Background: an optimization exercise with open tools, aiming at small area and a short achievable clock period. Do not read the settings as production practice.
At most, simulation tests tie the RTL to the original design; equivalence was not proved.
Power figures rest on the tool's default switching activity, not on a simulated workload.

==> run a: inputs <==
==> flow/design.v <==
`timescale 1ns/1ns
package ahb_pkg;
  localparam int HADDR_W = 32;
  localparam int HDATA_W = 32;
  localparam int BE_W    = HDATA_W / 8;
  typedef enum logic [1:0] {
    HTRANS_IDLE   = 2'b00,
    HTRANS_BUSY   = 2'b01,
    HTRANS_NONSEQ = 2'b10,
    HTRANS_SEQ    = 2'b11
  } htrans_t;
  typedef enum logic [2:0] {
    HSIZE_BYTE  = 3'b000,
    HSIZE_HWORD = 3'b001,
    HSIZE_WORD  = 3'b010
  } hsize_t;
  localparam logic HRESP_OKAY = 1'b0;
endpackage
`timescale 1ns/1ns
package timer_pkg;
  localparam logic [31:0] PRESCALE_OFS = 32'h0000_0000;
  localparam logic [31:0] IPENDING_OFS = 32'h0000_0008;
  localparam logic [31:0] IENABLE_OFS  = 32'h0000_000C;
  localparam logic [31:0] TIME_OFS     = 32'h0000_0010;
  localparam logic [31:0] TIME_MSB_OFS = 32'h0000_0014;
  localparam logic [31:0] TIMECMP_OFS  = 32'h0000_0018;
  localparam int TIMECMP_STRIDE = 8;
  localparam int TIME_W     = 64;
  localparam int PRESCALE_W = 32;
  typedef enum logic [2:0] {
    RD_PRESCALE = 3'd0,
    RD_IPENDING = 3'd1,
    RD_IENABLE  = 3'd2,
    RD_TIME_LO  = 3'd3,
    RD_TIME_HI  = 3'd4,
    RD_CMP_LO   = 3'd5,
    RD_CMP_HI   = 3'd6,
    RD_ZERO     = 3'd7
  } rd_sel_t;
endpackage
`timescale 1ns/1ns
module timer_bus_decode
(
  input  logic [31:6] addr_hi,
  input  logic        live,
  output logic        hi_zero,
  output logic        rd_ok
);
  assign hi_zero = ~|addr_hi;
  assign rd_ok   = live && hi_zero;
endmodule
`timescale 1ns/1ns
module timer_compare
(
  input  logic [63:0] time_val,
  input  logic [63:0] cmp_val,
  output logic        eq
);
  assign eq = (time_val == cmp_val);
endmodule
`timescale 1ns/1ns
module ahb_timer #(
  parameter  int TIMERS      = 3,
  localparam int TIMER_IDX_W = (TIMERS > 1) ? $clog2(TIMERS) : 1
)
(
  input  logic                        HCLK,
  input  logic                        HRESETn,
  input  logic                        HSEL,
  input  logic [ahb_pkg::HADDR_W-1:0] HADDR,
  input  logic [ahb_pkg::HDATA_W-1:0] HWDATA,
  output logic [ahb_pkg::HDATA_W-1:0] HRDATA,
  input  logic                        HWRITE,
  input  logic [2:0]                  HSIZE,
  input  logic [2:0]                  HBURST,
  input  logic [3:0]                  HPROT,
  input  logic [1:0]                  HTRANS,
  output logic                        HREADYOUT,
  input  logic                        HREADY,
  output logic                        HRESP,
  output logic                        tint
);
  localparam int NW = 12;
  assign HREADYOUT = 1'b1;
  assign HRESP     = ahb_pkg::HRESP_OKAY;
  logic live;
  always_ff @(posedge HCLK or negedge HRESETn)
  begin
    if (!HRESETn)
      live <= 1'b0;
    else
      live <= 1'b1;
  end
  logic          hi_zero;
  logic [3:0]    rd_ok;
  logic [3:0]    word;
  logic [NW-1:0] asel;
  logic          wr_xfer;
  logic [3:0]    be;
  timer_bus_decode u_hi0 (.addr_hi(HADDR[31:6]), .live, .hi_zero,           .rd_ok(rd_ok[0]));
  timer_bus_decode u_hi1 (.addr_hi(HADDR[31:6]), .live, .hi_zero(),         .rd_ok(rd_ok[1]));
  timer_bus_decode u_hi2 (.addr_hi(HADDR[31:6]), .live, .hi_zero(),         .rd_ok(rd_ok[2]));
  timer_bus_decode u_hi3 (.addr_hi(HADDR[31:6]), .live, .hi_zero(),         .rd_ok(rd_ok[3]));
  assign word = HADDR[5:2];
  always_comb
  begin
    for (int k = 0; k < NW; k++)
      asel[k] = (word == 4'(k));
  end
  assign wr_xfer = HSEL && HREADY && HWRITE && HTRANS[1];
  always_comb
  begin
    case (HSIZE)
      3'd0:    be = 4'b0001 << HADDR[1:0];
      3'd1:    be = 4'b0011 << HADDR[1:0];
      default: be = 4'b1111 << HADDR[1:0];
    endcase
  end
  logic          wr_ok;
  logic          wr_nok;
  logic [3:0]    wr_word;
  logic [3:0]    wr_be;
  logic [NW-1:0] ws;
  always_ff @(posedge HCLK or negedge HRESETn)
  begin
    if (!HRESETn)
    begin
      wr_ok  <= 1'b0;
      wr_nok <= 1'b1;
    end
    else
    begin
      wr_ok  <= wr_xfer && hi_zero;
      wr_nok <= !(wr_xfer && hi_zero);
    end
  end
  always_ff @(posedge HCLK)
  begin
    wr_word <= word;
    wr_be   <= be;
  end
  logic [NW-1:0][3:0] lane_wr;
  logic [NW-1:0][3:0] lane_keep;
  always_comb
  begin
    for (int k = 0; k < NW; k++)
    begin
      ws[k] = wr_ok && (wr_word == 4'(k));
      for (int b = 0; b < 4; b++)
      begin
        lane_wr[k][b]   = ws[k] && wr_be[b];
        lane_keep[k][b] = live && (wr_nok || (wr_word != 4'(k)) || !wr_be[b]);
      end
    end
  end
  function automatic logic [31:0] lane_merge(
    input logic [31:0] old_val,
    input logic [31:0] new_val,
    input logic [3:0]  wr,
    input logic [3:0]  keep
  );
    logic [31:0] res;
    for (int n = 0; n < 4; n++)
      res[n*8 +: 8] = (new_val[n*8 +: 8] & {8{wr[n]}}) | (old_val[n*8 +: 8] & {8{keep[n]}});
    lane_merge = res;
  endfunction
  function automatic logic [63:0] inc_flips(input logic [63:0] v);
    logic [15:0] grp;
    logic [15:0] below;
    logic [63:0] res;
    for (int j = 0; j < 16; j++)
      grp[j] = &v[4*j +: 4];
    below[0] = 1'b1;
    for (int j = 1; j < 16; j++)
      below[j] = &(grp | (16'hFFFF << j));
    for (int j = 0; j < 16; j++)
    begin
      res[4*j]     = below[j];
      res[4*j + 1] = below[j] & v[4*j];
      res[4*j + 2] = below[j] & (v[4*j] & v[4*j + 1]);
      res[4*j + 3] = below[j] & (v[4*j] & v[4*j + 1] & v[4*j + 2]);
    end
    inc_flips = res;
  endfunction
  function automatic logic [31:0] dec_flips(input logic [31:0] v);
    logic [7:0]  grp;
    logic [7:0]  below;
    logic [31:0] res;
    for (int j = 0; j < 8; j++)
      grp[j] = ~|v[4*j +: 4];
    below[0] = 1'b1;
    for (int j = 1; j < 8; j++)
      below[j] = &(grp | (8'hFF << j));
    for (int j = 0; j < 8; j++)
    begin
      res[4*j]     = below[j];
      res[4*j + 1] = below[j] & ~v[4*j];
      res[4*j + 2] = below[j] & ~(v[4*j] | v[4*j + 1]);
      res[4*j + 3] = below[j] & ~(v[4*j] | v[4*j + 1] | v[4*j + 2]);
    end
    dec_flips = res;
  endfunction
  logic [31:0]      prescale;
  logic             prescale_wr;
  logic             enabled;
  logic [2:0]       ienable;
  logic [63:0]      time_val;
  logic [63:0]      time_src;
  logic [2:0][63:0] cmp_vals;
  logic [31:0]      cnt;
  logic             count_en;
  logic [2:0]       ipending;
  always_ff @(posedge HCLK or negedge HRESETn)
  begin
    if (!HRESETn)
    begin
      prescale_wr <= 1'b0;
      enabled     <= 1'b0;
    end
    else
    begin
      prescale_wr <= ws[0];
      if (ws[0])
        enabled <= 1'b1;
    end
  end
  assign time_src = (count_en && !ws[4] && !ws[5]) ? (time_val ^ inc_flips(time_val)) : time_val;
  always_ff @(posedge HCLK)
  begin
    prescale        <= lane_merge(prescale, HWDATA, lane_wr[0], lane_keep[0]);
    ienable         <= lane_merge({29'b0, ienable}, HWDATA, lane_wr[3], lane_keep[3]) & 3'b111;
    time_val[31:0]  <= lane_merge(time_src[31:0], HWDATA, lane_wr[4], lane_keep[4]);
    time_val[63:32] <= lane_merge(time_src[63:32], HWDATA, lane_wr[5], lane_keep[5]);
    for (int n = 0; n < 3; n++)
    begin
      cmp_vals[n][31:0]  <= lane_merge(cmp_vals[n][31:0], HWDATA, lane_wr[6 + 2*n], lane_keep[6 + 2*n]);
      cmp_vals[n][63:32] <= lane_merge(cmp_vals[n][63:32], HWDATA, lane_wr[7 + 2*n], lane_keep[7 + 2*n]);
    end
  end
  logic cnt_zero;
  assign cnt_zero = (cnt == '0);
  always_ff @(posedge HCLK)
  begin
    if (prescale_wr || cnt_zero || !enabled)
      cnt <= prescale;
    else
      cnt <= cnt ^ dec_flips(cnt);
  end
  always_ff @(posedge HCLK or negedge HRESETn)
  begin
    if (!HRESETn)
      count_en <= 1'b0;
    else
      count_en <= enabled && cnt_zero;
  end
  logic [2:0] eq;
  logic [2:0] hit;
  timer_compare u_cmp0 (.time_val, .cmp_val(cmp_vals[0]), .eq(eq[0]));
  timer_compare u_cmp1 (.time_val, .cmp_val(cmp_vals[1]), .eq(eq[1]));
  timer_compare u_cmp2 (.time_val, .cmp_val(cmp_vals[2]), .eq(eq[2]));
  always_comb
  begin
    for (int n = 0; n < 3; n++)
      hit[n] = eq[n] && !ws[6 + 2*n] && !ws[7 + 2*n];
  end
  always_ff @(posedge HCLK or negedge HRESETn)
  begin
    if (!HRESETn)
    begin
      ipending <= '0;
      tint     <= 1'b0;
    end
    else
    begin
      ipending <= enabled ? hit : 3'b000;
      tint     <= |(ipending & ienable);
    end
  end
  logic [NW-1:0][31:0] rwords;
  logic [31:0]         rmux;
  always_comb
  begin
    rwords     = '0;
    rwords[0]  = prescale;
    rwords[2]  = {29'b0, ipending};
    rwords[3]  = {29'b0, ienable};
    rwords[4]  = time_val[31:0];
    rwords[5]  = time_val[63:32];
    rwords[6]  = cmp_vals[0][31:0];
    rwords[7]  = cmp_vals[0][63:32];
    rwords[8]  = cmp_vals[1][31:0];
    rwords[9]  = cmp_vals[1][63:32];
    rwords[10] = cmp_vals[2][31:0];
    rwords[11] = cmp_vals[2][63:32];
    rmux = '0;
    for (int k = 0; k < NW; k++)
      rmux = rmux | (rwords[k] & {32{asel[k]}});
  end
  always_ff @(posedge HCLK)
  begin
    for (int b = 0; b < 4; b++)
      HRDATA[b*8 +: 8] <= rmux[b*8 +: 8] & {8{rd_ok[b]}};
  end
endmodule
==> flow/flow/run.sh <==
#!/bin/bash
# Standard layout, but with a plain buffer on every port instead of the
# delay cell that buffer_ports picks on its own
set -euo pipefail
export BUFFER_PORTS_ARGS="-buffer_cell sky130_fd_sc_hd__buf_2"
# Timing repair aims past the 8 ns constraint
export SETUP_SLACK_MARGIN=5.5
# Clock tree without the dummy loads CTS adds for balance
export CTS_ARGS="-sink_clustering_enable -repair_clock_nets -sink_clustering_size 30 -sink_clustering_max_diameter 90 -buf_list sky130_fd_sc_hd__clkbuf_16 -dont_use_dummy_load"
bash standard.sh > standard.log 2>&1
==> flow/standard.sh <==
#!/bin/bash
# synth_recipe.tcl (not shown) runs the flow's synth.tcl, then flattens the netlist and writes it again
# the make line also repeats each setting of config.mk as NAME=value (left out here)
make -C /OpenROAD-flow-scripts/flow DESIGN_CONFIG=/design/flow/config.mk WORK_HOME=/design/flow/orfs CLKGATE_MAP_FILE= SYNTH_SCRIPT=/design/flow/synth_recipe.tcl "${@:-finish}"
==> flow/config.mk <==
export PLATFORM = sky130hd
export DESIGN_NAME = ahb_timer
export DESIGN_NICKNAME = ahb_timer
export VERILOG_FILES = /design/flow/design.v
export SDC_FILE = /design/flow/constraint.sdc
export NUM_CORES = 4
export LEC_CHECK = 0
export CAP_MARGIN = 20
export CORE_MARGIN = 2
export CORE_UTILIZATION = 50
export CTS_BUF_LIST = sky130_fd_sc_hd__clkbuf_16
export CTS_CLUSTER_DIAMETER = 60
export CTS_CLUSTER_SIZE = 30
export SLEW_MARGIN = 20
export SYNTH_HIERARCHICAL = 1
==> flow/constraint.sdc <==
create_clock -name core_clock -period 8.0 [get_ports {HCLK}]
set_input_delay 1.6000 -clock core_clock [delete_from_list [all_inputs] [get_ports {HCLK}]]
set_output_delay 1.6000 -clock core_clock [all_outputs]
set_load 0.01 [all_outputs]
==> inputs of run b, as changes to run a <==
==> flow/design.v (replaced) <==
`timescale 1ns/1ns
package ahb_pkg;
  localparam int HADDR_W = 32;
  localparam int HDATA_W = 32;
  localparam int BE_W    = HDATA_W / 8;
  typedef enum logic [1:0] {
    HTRANS_IDLE   = 2'b00,
    HTRANS_BUSY   = 2'b01,
    HTRANS_NONSEQ = 2'b10,
    HTRANS_SEQ    = 2'b11
  } htrans_t;
  typedef enum logic [2:0] {
    HSIZE_BYTE  = 3'b000,
    HSIZE_HWORD = 3'b001,
    HSIZE_WORD  = 3'b010
  } hsize_t;
  localparam logic HRESP_OKAY = 1'b0;
endpackage
`timescale 1ns/1ns
package timer_pkg;
  localparam logic [31:0] PRESCALE_OFS = 32'h0000_0000;
  localparam logic [31:0] IPENDING_OFS = 32'h0000_0008;
  localparam logic [31:0] IENABLE_OFS  = 32'h0000_000C;
  localparam logic [31:0] TIME_OFS     = 32'h0000_0010;
  localparam logic [31:0] TIME_MSB_OFS = 32'h0000_0014;
  localparam logic [31:0] TIMECMP_OFS  = 32'h0000_0018;
  localparam int TIMECMP_STRIDE = 8;
  localparam int TIME_W     = 64;
  localparam int PRESCALE_W = 32;
  typedef enum logic [2:0] {
    RD_PRESCALE = 3'd0,
    RD_IPENDING = 3'd1,
    RD_IENABLE  = 3'd2,
    RD_TIME_LO  = 3'd3,
    RD_TIME_HI  = 3'd4,
    RD_CMP_LO   = 3'd5,
    RD_CMP_HI   = 3'd6,
    RD_ZERO     = 3'd7
  } rd_sel_t;
endpackage
`timescale 1ns/1ns
module ahb_timer #(
  parameter  int TIMERS      = 3,
  localparam int TIMER_IDX_W = (TIMERS > 1) ? $clog2(TIMERS) : 1
)
(
  input  logic                        HCLK,
  input  logic                        HRESETn,
  input  logic                        HSEL,
  input  logic [ahb_pkg::HADDR_W-1:0] HADDR,
  input  logic [ahb_pkg::HDATA_W-1:0] HWDATA,
  output logic [ahb_pkg::HDATA_W-1:0] HRDATA,
  input  logic                        HWRITE,
  input  logic [2:0]                  HSIZE,
  input  logic [2:0]                  HBURST,
  input  logic [3:0]                  HPROT,
  input  logic [1:0]                  HTRANS,
  output logic                        HREADYOUT,
  input  logic                        HREADY,
  output logic                        HRESP,
  output logic                        tint
);
  localparam int NW = 12;
  assign HREADYOUT = 1'b1;
  assign HRESP     = ahb_pkg::HRESP_OKAY;
  logic          hi_zero;
  logic [3:0]    word;
  logic [NW-1:0] asel;
  logic          wr_xfer;
  logic [3:0]    be;
  assign hi_zero = ~|HADDR[31:6];
  assign word    = HADDR[5:2];
  always_comb
  begin
    for (int k = 0; k < NW; k++)
      asel[k] = (word == 4'(k));
  end
  assign wr_xfer = HSEL && HREADY && HWRITE && HTRANS[1];
  always_comb
  begin
    case (HSIZE)
      3'd0:    be = 4'b0001 << HADDR[1:0];
      3'd1:    be = 4'b0011 << HADDR[1:0];
      default: be = 4'b1111 << HADDR[1:0];
    endcase
  end
  logic          wr_ok;
  logic [3:0]    wr_word;
  logic [3:0]    wr_be;
  logic [NW-1:0] ws;
  always_ff @(posedge HCLK or negedge HRESETn)
  begin
    if (!HRESETn)
      wr_ok <= 1'b0;
    else
      wr_ok <= wr_xfer && hi_zero;
  end
  always_ff @(posedge HCLK)
  begin
    wr_word <= word;
    wr_be   <= be;
  end
  always_comb
  begin
    for (int k = 0; k < NW; k++)
      ws[k] = wr_ok && (wr_word == 4'(k));
  end
  function automatic logic [31:0] merge_be(
    input logic [31:0] old_val,
    input logic [31:0] new_val,
    input logic [3:0]  lanes
  );
    logic [31:0] res;
    for (int n = 0; n < 4; n++)
      res[n*8 +: 8] = lanes[n] ? new_val[n*8 +: 8] : old_val[n*8 +: 8];
    merge_be = res;
  endfunction
  logic [31:0]      prescale;
  logic             prescale_wr;
  logic             enabled;
  logic [2:0]       ienable;
  logic [63:0]      time_val;
  logic [2:0][63:0] cmp_vals;
  logic [31:0]      cnt;
  logic             count_en;
  logic [2:0]       ipending;
  always_ff @(posedge HCLK or negedge HRESETn)
  begin
    if (!HRESETn)
    begin
      prescale    <= '0;
      prescale_wr <= 1'b0;
      enabled     <= 1'b0;
      ienable     <= '0;
    end
    else
    begin
      prescale_wr <= ws[0];
      if (ws[0])
      begin
        prescale <= merge_be(prescale, HWDATA, wr_be);
        enabled  <= 1'b1;
      end
      if (ws[3] && wr_be[0])
        ienable <= HWDATA[2:0];
    end
  end
  always_ff @(posedge HCLK or negedge HRESETn)
  begin
    if (!HRESETn)
      time_val <= '0;
    else if (ws[4] || ws[5])
    begin
      if (ws[4])
        time_val[31:0]  <= merge_be(time_val[31:0], HWDATA, wr_be);
      if (ws[5])
        time_val[63:32] <= merge_be(time_val[63:32], HWDATA, wr_be);
    end
    else if (count_en)
      time_val <= time_val + 1'b1;
  end
  always_ff @(posedge HCLK or negedge HRESETn)
  begin
    if (!HRESETn)
      cmp_vals <= '0;
    else
    begin
      for (int n = 0; n < 3; n++)
      begin
        if (ws[6 + 2*n])
          cmp_vals[n][31:0]  <= merge_be(cmp_vals[n][31:0], HWDATA, wr_be);
        if (ws[7 + 2*n])
          cmp_vals[n][63:32] <= merge_be(cmp_vals[n][63:32], HWDATA, wr_be);
      end
    end
  end
  logic cnt_zero;
  assign cnt_zero = (cnt == '0);
  always_ff @(posedge HCLK)
  begin
    if (prescale_wr || cnt_zero || !enabled)
      cnt <= prescale;
    else
      cnt <= cnt - 1'b1;
  end
  always_ff @(posedge HCLK or negedge HRESETn)
  begin
    if (!HRESETn)
      count_en <= 1'b0;
    else
      count_en <= enabled && cnt_zero;
  end
  logic [2:0] hit;
  always_comb
  begin
    for (int n = 0; n < 3; n++)
      hit[n] = (time_val == cmp_vals[n]) && !ws[6 + 2*n] && !ws[7 + 2*n];
  end
  always_ff @(posedge HCLK or negedge HRESETn)
  begin
    if (!HRESETn)
    begin
      ipending <= '0;
      tint     <= 1'b0;
    end
    else
    begin
      ipending <= enabled ? hit : 3'b000;
      tint     <= |(ipending & ienable);
    end
  end
  logic [NW-1:0][31:0] rwords;
  logic [31:0]         rmux;
  always_comb
  begin
    rwords     = '0;
    rwords[0]  = prescale;
    rwords[2]  = {29'b0, ipending};
    rwords[3]  = {29'b0, ienable};
    rwords[4]  = time_val[31:0];
    rwords[5]  = time_val[63:32];
    rwords[6]  = cmp_vals[0][31:0];
    rwords[7]  = cmp_vals[0][63:32];
    rwords[8]  = cmp_vals[1][31:0];
    rwords[9]  = cmp_vals[1][63:32];
    rwords[10] = cmp_vals[2][31:0];
    rwords[11] = cmp_vals[2][63:32];
    rmux = '0;
    for (int k = 0; k < NW; k++)
      rmux = rmux | (rwords[k] & {32{asel[k]}});
  end
  always_ff @(posedge HCLK)
  begin
    HRDATA <= rmux & {32{hi_zero}};
  end
endmodule
==> flow/run.sh (new file) <==
#!/bin/bash
# synth_recipe.tcl (not shown) runs the flow's synth.tcl, then flattens the netlist and writes it again
# the make line also repeats each setting of config.mk as NAME=value (left out here)
make -C /OpenROAD-flow-scripts/flow DESIGN_CONFIG=/design/flow/config.mk WORK_HOME=/design/flow/orfs CLKGATE_MAP_FILE= SYNTH_SCRIPT=/design/flow/synth_recipe.tcl finish
CTS_BUF_LIST = sky130_fd_sc_hd__clkbuf_4   (was sky130_fd_sc_hd__clkbuf_16)
CTS_CLUSTER_DIAMETER = unset   (was 60)
SETUP_SLACK_MARGIN = 5   (was unset)
SYNTH_HIERARCHICAL = unset   (was 1)
removed: flow/flow/run.sh
removed: flow/standard.sh
==> inputs of run c, as changes to run a <==
--- a/flow/design.v
+++ b/flow/design.v
@@ -42,11 +42,8 @@
 module timer_bus_decode
 (
-  input  logic [31:6] addr_hi,
-  input  logic        live,
-  output logic        hi_zero,
-  output logic        rd_ok
+  input  logic [12:0] bits,
+  output logic        zero
 );
-  assign hi_zero = ~|addr_hi;
-  assign rd_ok   = live && hi_zero;
+  assign zero = ~|bits;
 endmodule
 `timescale 1ns/1ns
@@ -60,4 +57,16 @@
 endmodule
 `timescale 1ns/1ns
+module timer_read_mux
+(
+  input  logic [3:0]  word,
+  output logic [11:0] sel
+);
+  always_comb
+  begin
+    for (int k = 0; k < 12; k++)
+      sel[k] = (word == 4'(k));
+  end
+endmodule
+`timescale 1ns/1ns
 module ahb_timer #(
   parameter  int TIMERS      = 3,
@@ -95,16 +104,20 @@
   logic [3:0]    rd_ok;
   logic [3:0]    word;
-  logic [NW-1:0] asel;
   logic          wr_xfer;
   logic [3:0]    be;
-  timer_bus_decode u_hi0 (.addr_hi(HADDR[31:6]), .live, .hi_zero,           .rd_ok(rd_ok[0]));
-  timer_bus_decode u_hi1 (.addr_hi(HADDR[31:6]), .live, .hi_zero(),         .rd_ok(rd_ok[1]));
-  timer_bus_decode u_hi2 (.addr_hi(HADDR[31:6]), .live, .hi_zero(),         .rd_ok(rd_ok[2]));
-  timer_bus_decode u_hi3 (.addr_hi(HADDR[31:6]), .live, .hi_zero(),         .rd_ok(rd_ok[3]));
+  logic [3:0] zlo;
+  logic [3:0] zhi;
+  for (genvar b = 0; b < 4; b++)
+  begin : g_hi
+    timer_bus_decode u_lo (.bits(HADDR[18:6]),  .zero(zlo[b]));
+    timer_bus_decode u_hi (.bits(HADDR[31:19]), .zero(zhi[b]));
+    assign rd_ok[b] = live && zlo[b] && zhi[b];
+  end
+  assign hi_zero = zlo[0] && zhi[0];
   assign word = HADDR[5:2];
-  always_comb
-  begin
-    for (int k = 0; k < NW; k++)
-      asel[k] = (word == 4'(k));
+  logic [3:0][NW-1:0] bsel;
+  for (genvar b = 0; b < 4; b++)
+  begin : g_sel
+    timer_read_mux u_sel (.word, .sel(bsel[b]));
   end
   assign wr_xfer = HSEL && HREADY && HWRITE && HTRANS[1];
@@ -294,6 +307,7 @@
     rwords[11] = cmp_vals[2][63:32];
     rmux = '0;
-    for (int k = 0; k < NW; k++)
-      rmux = rmux | (rwords[k] & {32{asel[k]}});
+    for (int b = 0; b < 4; b++)
+      for (int k = 0; k < NW; k++)
+        rmux[b*8 +: 8] = rmux[b*8 +: 8] | (rwords[k][b*8 +: 8] & {8{bsel[b][k]}});
   end
   always_ff @(posedge HCLK)
--- a/flow/flow/run.sh
+++ b/flow/flow/run.sh
@@ -7,4 +7,4 @@
 export SETUP_SLACK_MARGIN=5.5
 # Clock tree without the dummy loads CTS adds for balance
-export CTS_ARGS="-sink_clustering_enable -repair_clock_nets -sink_clustering_size 30 -sink_clustering_max_diameter 90 -buf_list sky130_fd_sc_hd__clkbuf_16 -dont_use_dummy_load"
+export CTS_ARGS="-sink_clustering_enable -repair_clock_nets -sink_clustering_size 30 -sink_clustering_max_diameter 60 -buf_list sky130_fd_sc_hd__clkbuf_16 -dont_use_dummy_load"
 bash standard.sh > standard.log 2>&1
==> notes <==
Between run c and run b, the lower combinational power is in run c (gap about 34%, measured against run b). Clock skew: run a is lower than run b (0.011 ns). Against run c, the area after synthesis of run b is higher by about 11%. Critical path depth: run c < run b < run a.
For run b and run c, only the layout was checked, not whether the RTL still works.

[afterwards: timing with drivers on the ports]
No port has a modelled driver above. Below, the same layouts with a new extraction and two added sets of constraints. Step 1, drivers: a clkbuf_16 drives HCLK and a buf_2 each remaining input, both assumed. Step 2 times the ports against the registers' clock, not the clock port: input delays grow and output delays shrink by t, the midpoint of the rising clock arrivals with the driver on. Slacks: ideal ports / drivers / drivers and shift; pairs: ideal ports / drivers.
| run | t (ns) | slack for setup (ns) | worst hold slack (ns) | clock arrival spread, ns | pins driven straight from the clock port |
|---|---|---|---|---|---|
| run a | 0.581 | 5.290 / 5.310 / 4.729 | 0.457 / 0.457 / 0.457 | 0.043 / 0.043 | 1 |
| run b | 0.948 | 4.783 / 4.783 / 4.073 | 0.513 / 0.513 / 0.513 | 0.061 / 0.061 | 1 |
| run c | 0.651 | 5.246 / 5.246 / 4.869 | 0.481 / 0.481 / 0.481 | 0.039 / 0.039 | 1 |
After both steps setup and hold are still met in every run listed. The setup slack of run b, which loses most, moves by 0.000 ns with the drivers and by -0.710 ns with both steps.
